This is an optimization exercise on Yosys and OpenROAD, whose aim is small area, a short achievable clock period and few clock cycles per item, not a production implementation.
Function was checked by simulation only, so behaviour that the tests miss may differ from the original.

Setup of rev 12:
// rational_fraction_alu
module rational_fraction_alu (
  input  logic        clk_i,
  input  logic        rst_ni,
  input  logic        in_valid_i,
  output logic        in_ready_o,
  input  logic [1:0]  in_action_i,
  input  logic [31:0] in_num_a_i,
  input  logic [31:0] in_den_a_i,
  input  logic [31:0] in_num_b_i,
  input  logic [31:0] in_den_b_i,
  output logic        out_valid_o,
  input  logic        out_ready_i,
  output logic        out_status_o,
  output logic [63:0] out_num_o,
  output logic [63:0] out_den_o
);
Size in the first run: roughly 5700 cells after synthesis, ~270 I/O pins, ~45000 sq um of cells after synthesis.
==> flow/config.mk <==
export PLATFORM = sky130hd
export DESIGN_NAME = rational_fraction_alu
export DESIGN_NICKNAME = rational_fraction_alu
export VERILOG_FILES = /design/flow/design.v
export SDC_FILE = /design/flow/constraint.sdc
export NUM_CORES = 4
export LEC_CHECK = 0
export CAP_MARGIN = 20
export CORE_MARGIN = 2
export CORE_UTILIZATION = 40
export SLEW_MARGIN = 20
==> flow/constraint.sdc <==
create_clock -name core_clock -period 11.0 [get_ports {clk_i}]
set_input_delay 2.2000 -clock core_clock [delete_from_list [all_inputs] [get_ports {clk_i}]]
set_output_delay 2.2000 -clock core_clock [all_outputs]
set_load 0.01 [all_outputs]
standard.sh (not shown) runs the stock make flow with config.mk's settings and CLKGATE_MAP_FILE= SYNTH_SCRIPT=/design/flow/synth_recipe.tcl, a recipe that flattens the netlist after the stock synthesis.
==> flow/flow/run.sh <==
#!/bin/bash
# Standard layout; repair_timing aims further below the clock period and works only on the worst paths.
set -euo pipefail
bash standard.sh SETUP_SLACK_MARGIN=7 TNS_END_PERCENT=0 finish > standard_make.log 2>&1
Testbench counts of rev 12, summed over its fixed seeds: cycles 130,475, items 1,200.
Edits applied to the flow inputs when going from rev 12 to rev 13:
==> flow/flow/run.sh <==
#!/bin/bash
# Standard layout, with repair_timing aiming further below the clock period.
set -euo pipefail
bash standard.sh SETUP_SLACK_MARGIN=6.5 finish > standard_make.log 2>&1
[summary]
On shortest clock period the worst path allows after layout, rev 12 and rev 13 are basically level. On core outline area, rev 12 and rev 13 are neck and neck. The total setup buffers inserted after CTS in rev 13 sits 20% below the value recorded for rev 12. On area overhead of the layout relative to synthesis: rev 13 sits above rev 12. On maximum frequency, rev 12 and rev 13 are basically level. There was hardly any difference in worst hold slack between rev 12 and rev 13. Total number of vias delta (rev 13 -> rev 12): insignificant. Portion of the clock cycle consumed by the worst path in the final layout delta (rev 12 -> rev 13): insignificant.

* * *

Another version of the RTL of rational_fraction_alu (not shown whole).
Size: about 5500 cells after synthesis, about 430 flip-flops, about 44000 um2 of cells after synthesis.
==> flow/config.mk <==
export PLATFORM = sky130hd
export DESIGN_NAME = rational_fraction_alu
export DESIGN_NICKNAME = rational_fraction_alu
export VERILOG_FILES = /design/flow/design.v
export SDC_FILE = /design/flow/constraint.sdc
export NUM_CORES = 4
export LEC_CHECK = 0
export CAP_MARGIN = 20
export CORE_MARGIN = 2
export CORE_UTILIZATION = 40
export SLEW_MARGIN = 20
==> flow/constraint.sdc <==
create_clock -name core_clock -period 11.0 [get_ports {clk_i}]
set_input_delay 2.2000 -clock core_clock [delete_from_list [all_inputs] [get_ports {clk_i}]]
set_output_delay 2.2000 -clock core_clock [all_outputs]
set_load 0.01 [all_outputs]
==> flow/flow/run.sh <==
#!/bin/bash
# Standard layout, with repair_timing aiming further below the clock period.
set -euo pipefail
bash standard.sh SETUP_SLACK_MARGIN=7.5 finish > standard_make.log 2>&1
The first run produced a clean layout.
Testbench counts at the start, summed over its fixed seeds: cycles 129,275, items 1,200.
Change:
==> flow/run.sh (new file) <==
#!/bin/bash
# synth_recipe.tcl (not shown) runs the flow's synth.tcl, then flattens the netlist and writes it again
# the make line also repeats each setting of config.mk as NAME=value (left out here)
make -C /OpenROAD-flow-scripts/flow DESIGN_CONFIG=/design/flow/config.mk WORK_HOME=/design/flow/orfs CLKGATE_MAP_FILE= SYNTH_SCRIPT=/design/flow/synth_recipe.tcl finish
SETUP_SLACK_MARGIN = 5   (was default)
removed: flow/flow/run.sh
removed: flow/standard.sh
The changed run finished clean.
Final cell count came out lower by 8.9%.
Synthesized area is unchanged.
Worst setup slack gets worse by 0.70 ns.
Design area drops by 21%.

* * *

RTL: one of the versions met above, not the one the previous note started from.
Size in the first run: roughly 5700 cells after synthesis, about 270 I/O pins, ~45000 sq um of cells after synthesis.
clock: 11.0 ns
lec_check: 0
cap_margin: 20
core_margin: 2
core_utilization: 40
slew_margin: 20
==> flow/flow/run.sh <==
#!/bin/bash
# Standard layout; Yosys/ABC buffers removed before repair, repair_timing aims further below the
# clock period and works only on the worst paths.
set -euo pipefail
bash standard.sh SETUP_SLACK_MARGIN=7 TNS_END_PERCENT=0 REMOVE_ABC_BUFFERS=1 finish > standard_make.log 2>&1
The baseline completed without violations.
Testbench counts at the start, summed over its fixed seeds: cycles 130,475, items 1,200.
Edit:
==> flow/run.sh (new file) <==
#!/bin/bash
# synth_recipe.tcl (not shown) runs the flow's synth.tcl, then flattens the netlist and writes it again
# the make line also repeats each setting of config.mk as NAME=value (left out here)
make -C /OpenROAD-flow-scripts/flow DESIGN_CONFIG=/design/flow/config.mk WORK_HOME=/design/flow/orfs CLKGATE_MAP_FILE= SYNTH_SCRIPT=/design/flow/synth_recipe.tcl finish
SETUP_SLACK_MARGIN = 5   (was default)
removed: flow/flow/run.sh
removed: flow/standard.sh
=>
- clock-buffer cell count grows by 15
- sequential share of layout area goes up by 0.74 points
- wire length goes down by 3.3%
- setup slack is worse by 1.3 ns
- worst hold slack got worse by 0.020 ns
- final area shrinks by about 3.7%
- critical path depth went up by 5

* * *

## MS
rational_fraction_alu, a different RTL version from the one above (not shown whole).
Size: roughly 430 flip-flops, roughly 270 I/O pins.
Settings: LEC_CHECK=0, CAP_MARGIN=20, CORE_MARGIN=2, CORE_UTILIZATION=40, SLEW_MARGIN=20; clock period 11.0 ns.
==> flow/flow/run.sh <==
#!/bin/bash
# Standard layout with these changes: ports buffered with buf_2 cells, a clock tree of clkbuf_8
# cells with clusters of up to 20 sinks, repair_timing aiming further below the clock period and
# working only on the worst paths.
set -euo pipefail
bash standard.sh SETUP_SLACK_MARGIN=7 TNS_END_PERCENT=0 \
  "BUFFER_PORTS_ARGS=-buffer_cell sky130_fd_sc_hd__buf_2" \
  CTS_BUF_LIST=sky130_fd_sc_hd__clkbuf_8 CTS_CLUSTER_SIZE=20 finish > standard_make.log 2>&1
Testbench counts of MS, summed over its fixed seeds: cycles 130,475, items 1,200.
> inputs changed (MS -> PW)
==> flow/flow/run.sh <==
#!/bin/bash
# Standard layout with three changes: ports buffered with buf_4 cells, repair_timing aiming
# further below the clock period, and repair_timing working only on the worst paths.
set -euo pipefail
bash standard.sh SETUP_SLACK_MARGIN=7 TNS_END_PERCENT=0 \
  "BUFFER_PORTS_ARGS=-buffer_cell sky130_fd_sc_hd__buf_4" finish > standard_make.log 2>&1
==> comparison <==
On register clock-pin slew on the reported worst setup and hold paths, MS and PW are basically level.
Looking at proportion of layout cells with a drive suffix above 1, PW sits 0.24 points below MS.
Area: PW vs MS -> PW larger
MS tops out at a higher clock frequency than PW.
Re width of the die: no difference whatsoever between MS and PW.
NOTE: clock buffer instance count of the final layout in PW falls short of that of MS
Going from MS to PW, the met1 track demand over resource in global routing was found to have gone up by 0.81 points.
When PW is set beside MS, its minimum clock period turns out to be 0.055 ns larger.
Ratio of final minimum period to clock period in PW vs MS: up 0.50 points

what the ideal ports hide:
The results above use ideal ports. As a check the final layouts listed here were re-extracted and re-timed, cells and wires unchanged.
Step 1 (the two cells are an assumption about what drives the block):
set clk [get_ports {clk_i}]
set_driving_cell -lib_cell sky130_fd_sc_hd__clkbuf_16 $clk
set_driving_cell -lib_cell sky130_fd_sc_hd__buf_2 [delete_from_list [all_inputs] $clk]
Step 2 also shifts input and output timing later by t, the mid clock arrival at the registers, as if the neighbouring blocks saw the same clock.
Three values: ideal ports, drivers, drivers and shift; two values: the first two.
run | t, ns | slack for setup (ns) | worst slew at a driven data input, ns
rev 12 | 0.738 | 6.420 / 6.420 / 5.823 | 0.18
rev 13 | 0.736 | 6.419 / 6.419 / 5.864 | 0.17
the first run of note 2 | 0.756 | 5.679 / 5.679 / 5.679 | 0.24
the second run of note 2 | 0.764 | 4.983 / 4.983 / 4.867 | 0.07
the first run of note 3 | 0.750 | 6.399 / 6.439 / 5.698 | 0.20
the second run of note 3 | 0.735 | 5.142 / 5.142 / 4.997 | 0.17
MS | 0.802 | 6.409 / 6.409 / 5.736 | 0.07
PW | 0.752 | 6.354 / 6.354 / 5.743 | 0.07
After both steps setup and hold are still met in every run listed. For the first run of note 3, which loses most, drivers alone change the setup slack by +0.040 ns; drivers and shift together by -0.701 ns.
